This is an optimization exercise on Yosys and OpenROAD, whose aim is small area, a short achievable clock period and few clock cycles, not a production implementation. Power is estimated from default activity; no workload was simulated.

==> inputs of zinc <==
==> flow/design.v (excerpt) <==
module ping_ram_dot_engine
#(
  parameter int unsigned ACC_W = 40,
  parameter int unsigned LEN_W = 16
) (
  input  logic                         clk,
  input  logic                         reset,
  input  logic [31:0]                  input_addr,
  input  logic [31:0]                  weight_addr,
  input  logic [31:0]                  output_addr,
  input  logic [31:0]                  data_type,
  output logic [31:0]                  finish_signal,
  output logic [26:0]                  avm_address,
  output logic                         avm_read,
  output logic                         avm_write,
  output logic [31:0]                  avm_writedata,
  output logic [3:0]                   avm_byteenable,
  output logic                         avm_burstcount,
  input  logic [31:0]                  avm_readdata,
  input  logic                         avm_readdatavalid,
  input  logic                         avm_waitrequest
);
Settings: LEC_CHECK=0, ABC_AREA=1, CAP_MARGIN=20, CORE_MARGIN=2, CORE_UTILIZATION=40, PLACE_DENSITY=0.6, SLEW_MARGIN=20, TNS_END_PERCENT=0; clock period 12.0 ns.
standard.sh (not shown) runs the stock make flow with config.mk's settings and CLKGATE_MAP_FILE= SYNTH_SCRIPT=/design/flow/synth_recipe.tcl, a recipe that flattens the netlist after the stock synthesis.
==> flow/flow/run.sh <==
#!/bin/bash
set -euo pipefail
bash standard.sh SETUP_SLACK_MARGIN=9 finish > make.log 2>&1
==> sierra (differences from zinc) <==
- CORE_UTILIZATION: 40 -> 60
- PLACE_DENSITY: 0.6 -> 0.7
==> run notes <==
Of zinc and sierra, sierra has the higher hold slack (gap 0.00065 ns).
In critical path depth, zinc and sierra do not differ.
Sequential cell count is the same in sierra and zinc.
In sierra the utilization is higher than in zinc, by 24 points.
In synthesized cell count, zinc and sierra do not differ.
In sequential power, zinc and sierra hardly differ.
Against zinc, the register-to-register slack of sierra is higher by 0.04 ns.
Between sierra and zinc, the lower global-route usage is in zinc (gap 13 points).
Of zinc and sierra, zinc has the higher final area (gap about 0.3%, measured against sierra).
==> figures <==
quantity                                                                                      zinc                   sierra
Clock slew at the register clock pins of the worst setup and hold paths                    0.06 ns                  0.07 ns
Portion of total power attributed to combinational logic                                     45.2%                    46.1%
Total internal power                                                                       2570 µW                  2540 µW
Tap Cells                                                                                      688                      461
Non-clock buffer instance count of the final layout                                            259                      270
Final design instance area without fill                                                 25,800 µm²               25,700 µm²
Largest incremental delay on the critical path                                             0.55 ns                  0.50 ns
Number of vias per cell after detailed routing                                                5.15                     5.71
Share of the final layout cell area in sequential cells                                      26.8%                    26.9%
Slew at the pin closest to its max-slew limit                                             0.953 ns                  1.10 ns
Area of combinational cells with multiple inputs                                        12,300 µm²               12,400 µm²
Result of the run                                                          complete, no violations  complete, no violations
Met1 Resource Use GR                                                                         32.6%                    46.8%
Via count of the first global-routing pass                                                  18,800                   19,200
Fmax achieved                                                                            0.248 GHz                0.250 GHz
Die footprint                                                                           55,200 µm²               37,100 µm²
Clock latency of the later-clocked register in the worst-skew pair                         0.55 ns                  0.57 ns
Total half-perimeter wirelength after legalization and detailed placement                52,300 µm                50,300 µm
Required time of the critical path                                                        12.48 ns                 12.49 ns
Post-CTS setup buffers                                                                          33                       32
No functional check of the RTL was part of any run of this note.

==> build 51 <==
ping_ram_dot_engine, a different RTL version from the one above (not shown whole).
==> flow/design.v (excerpt) <==
module ping_ram_dot_engine
#(
  parameter int unsigned ACC_W = 40,
  parameter int unsigned LEN_W = 16
) (
  input  logic                         clk,
  input  logic                         reset,
  input  logic [31:0]                  input_addr,
  input  logic [31:0]                  weight_addr,
  input  logic [31:0]                  output_addr,
  input  logic [31:0]                  data_type,
  output logic [31:0]                  finish_signal,
  output logic [26:0]                  avm_address,
  output logic                         avm_read,
  output logic                         avm_write,
  output logic [31:0]                  avm_writedata,
  output logic [3:0]                   avm_byteenable,
  output logic                         avm_burstcount,
  input  logic [31:0]                  avm_readdata,
  input  logic                         avm_readdatavalid,
  input  logic                         avm_waitrequest
);
export LEC_CHECK = 0
export ABC_AREA = 1
export CAP_MARGIN = 20
export CORE_MARGIN = 2
export CORE_UTILIZATION = 40
export PLACE_DENSITY = 0.6
export SLEW_MARGIN = 20
export TNS_END_PERCENT = 0
create_clock -name core_clock -period 12.0 [get_ports {clk}]
Scripts as last shown in full above: flow/flow/run.sh
==> inputs of build 65, as changes to build 51 <==
==> flow/flow/run.sh (replaced) <==
#!/bin/bash
set -euo pipefail
bash standard.sh SETUP_SLACK_MARGIN=8.5 finish > make.log 2>&1
==> flow/config.mk (replaced) <==
export PLATFORM = sky130hd
export DESIGN_NAME = ping_ram_dot_engine
export DESIGN_NICKNAME = ping_ram_dot_engine
export VERILOG_FILES = /design/flow/design.v
export SDC_FILE = /design/flow/constraint.sdc
export NUM_CORES = 4
export LEC_CHECK = 0
export ABC_AREA = 1
export CAP_MARGIN = 20
export CORE_MARGIN = 2
export CORE_UTILIZATION = 65
export PLACE_DENSITY = 0.75
export SLEW_MARGIN = 20
export TNS_END_PERCENT = 0
==> inputs of trial 36, as changes to build 51 <==
--- a/flow/design.v
+++ b/flow/design.v
@@ -6,24 +6,23 @@
   localparam int unsigned ERR_B  = 29;
   localparam int unsigned WORD_BYTES = 4;
 endpackage
 module dot_lane_sum
 (
   input  logic          en_i,
   input  logic          fmt16_i,
-  input  logic          fmt8_i,        
   input  logic [15:0]   x_i,
   input  logic [15:0]   y_i,
   input  logic [39:0]   s_i,
   input  logic [39:0]   c_i,
   output logic [39:0]   s_o,
   output logic [39:0]   c_o
 );
   logic [15:0] op_lo, op_hi;    
-  assign op_lo = fmt8_i ? {x_i[7:0], 8'd0} : x_i;
+  assign op_lo = fmt16_i ? x_i : {x_i[7:0], 8'd0};
   assign op_hi = fmt16_i ? x_i : {{8{x_i[15]}}, x_i[15:8]};
   logic one0;
   logic two0;
   logic neg0;
   logic r0_0;
   logic r0_1;
   logic r0_2;
@@ -1213,15 +1212,14 @@
   input  logic                         avm_waitrequest
 );
   localparam logic [2:0] RD_MAX = 3'd4;
   logic               go_q;
   logic               busy_q, done_q, err_q;
   logic [LEN_W-1:0]   len_q;
   logic               fmt16_q;
-  logic               fmt8_q;        
   logic               rd_q, wr_q;
   logic [24:0]        cur_q;         
   logic [24:0]        oth_q;         
   logic [24:0]        out_q;         
   logic [LEN_W-1:0]   rem_q;         
   logic               rph_q;         
   logic [2:0]         ocnt_q;        
@@ -1284,15 +1282,14 @@
         end
       end
     end
   end
   always_ff @(posedge clk) begin
     if (~busy_q) begin
       fmt16_q <= data_type[24];
-      fmt8_q  <= ~data_type[24];
       cur_q   <= input_addr[26:2];
       oth_q   <= weight_addr[26:2];
       out_q   <= output_addr[26:2];
       rem_q   <= data_type[LEN_W-1:0];
       rph_q   <= 1'b0;
     end else if (rd_acc) begin
       cur_q <= oth_q;
@@ -1313,15 +1310,14 @@
     end
     if (avm_readdatavalid & dph_q) w_q <= {in_q[15:0], avm_readdata[15:0]};
     else if (mac_a_q)              w_q <= in_q;
   end
   dot_lane_sum u_lane_sum (
     .en_i    (mac_a_q | mac_b_q),
     .fmt16_i (fmt16_q),
-    .fmt8_i  (fmt8_q),
     .x_i     (w_q[31:16]),
     .y_i     (w_q[15:0]),
     .s_i     (acc_s_q),
     .c_i     (acc_c_q),
     .s_o     (mac_s),
     .c_o     (mac_c)
   );
@@ -1331,15 +1327,15 @@
       acc_c_q <= '0;
     end else begin
       acc_s_q <= mac_s;
       acc_c_q <= mac_c;
     end
   end
   assign acc_sum = acc_s_q + acc_c_q;
-  assign result  = fmt8_q ? acc_sum[39:8] : acc_sum[31:0];
+  assign result  = fmt16_q ? acc_sum[31:0] : acc_sum[39:8];
   assign avm_address    = {cur_q, 2'b00};
   assign avm_read       = rd_q;
   assign avm_write      = wr_q;
   assign avm_writedata  = in_q;
   assign avm_byteenable = 4'hF;
   assign avm_burstcount = 1'b1;
   always_comb begin
--- a/flow/config.mk
+++ b/flow/config.mk
@@ -7,8 +7,7 @@
 export LEC_CHECK = 0
 export ABC_AREA = 1
 export CAP_MARGIN = 20
 export CORE_MARGIN = 2
 export CORE_UTILIZATION = 40
 export PLACE_DENSITY = 0.6
 export SLEW_MARGIN = 20
-export TNS_END_PERCENT = 0
==> run notes <==
| item | build 65 | build 51 | trial 36 |
|---|---|---|---|
| Outcome | finished clean | finished clean | failed layout checks |
| Layout check failures | - | - | max-capacitance violations, max-slew violations |
| Post-Place Setup Slack | 6030 ps | 5840 ps | 6850 ps |
| Slowest cell delay on critical path | 530 ps | 540 ps | 550 ps |
| Via count of the first global-routing pass | 19900 | 18500 | 19500 |
| Die Wd | 186 µm | 235 µm | 234 µm |
| Core Util, Final | 0.795 | 0.493 | 0.574 |
| Hold Startpoint | len_q[3] | len_q[14] | len_q[3] |
| Slack of the worst reg-to-reg path | 7830 ps | 8010 ps | 7880 ps |
| Internal | 2.45 mW | 2.42 mW | 2.73 mW |
| Post-route worst hold slack | 468 ps | 470 ps | 466 ps |
| Total chip power | 4.24 mW | 4.11 mW | 4.62 mW |
| Standby leakage power | 12.2 nW | 12.1 nW | 13.8 nW |
| Wire length of the first global-routing pass | 111 mm | 108 mm | 117 mm |
| Clock network area share | 0.0393 | 0.0408 | 0.0427 |
Function was not checked in any run of this note: the RTL went through the layout flow alone.

-- re-timing with driven ports --
The flow's constraints put no driver on any port. The routed layouts listed below were extracted and timed again, unchanged, in two steps. Step 1 (the two cells are an assumption about what drives the block):
set clk [get_ports {clk}]
set_driving_cell -lib_cell sky130_fd_sc_hd__clkbuf_16 $clk
set_driving_cell -lib_cell sky130_fd_sc_hd__buf_2 [delete_from_list [all_inputs] $clk]
Step 2 adds t to the input delays and takes it off the output delays; t is the mean of the earliest and latest rising clock arrival at the registers after step 1. Input paths then give back, and output paths get back, about the clock's delay inside the block. Three values: no drivers, after step 1, after step 2; two values: the first two.
run	t, ns	setup WS [ns]	clock arrival spread, ns
zinc	0.603	7.961 / 7.961 / 7.370	0.021 / 0.021
sierra	0.615	7.997 / 7.973 / 7.444	0.024 / 0.024
build 51	0.605	8.007 / 7.950 / 7.487	0.031 / 0.031
build 65	0.645	7.827 / 7.827 / 7.356	0.041 / 0.041
trial 36	0.633	7.880 / 7.880 / 7.880	0.018 / 0.019
For zinc, which loses most, drivers alone change the setup slack by 0.000 ns; drivers and shift together by -0.591 ns.
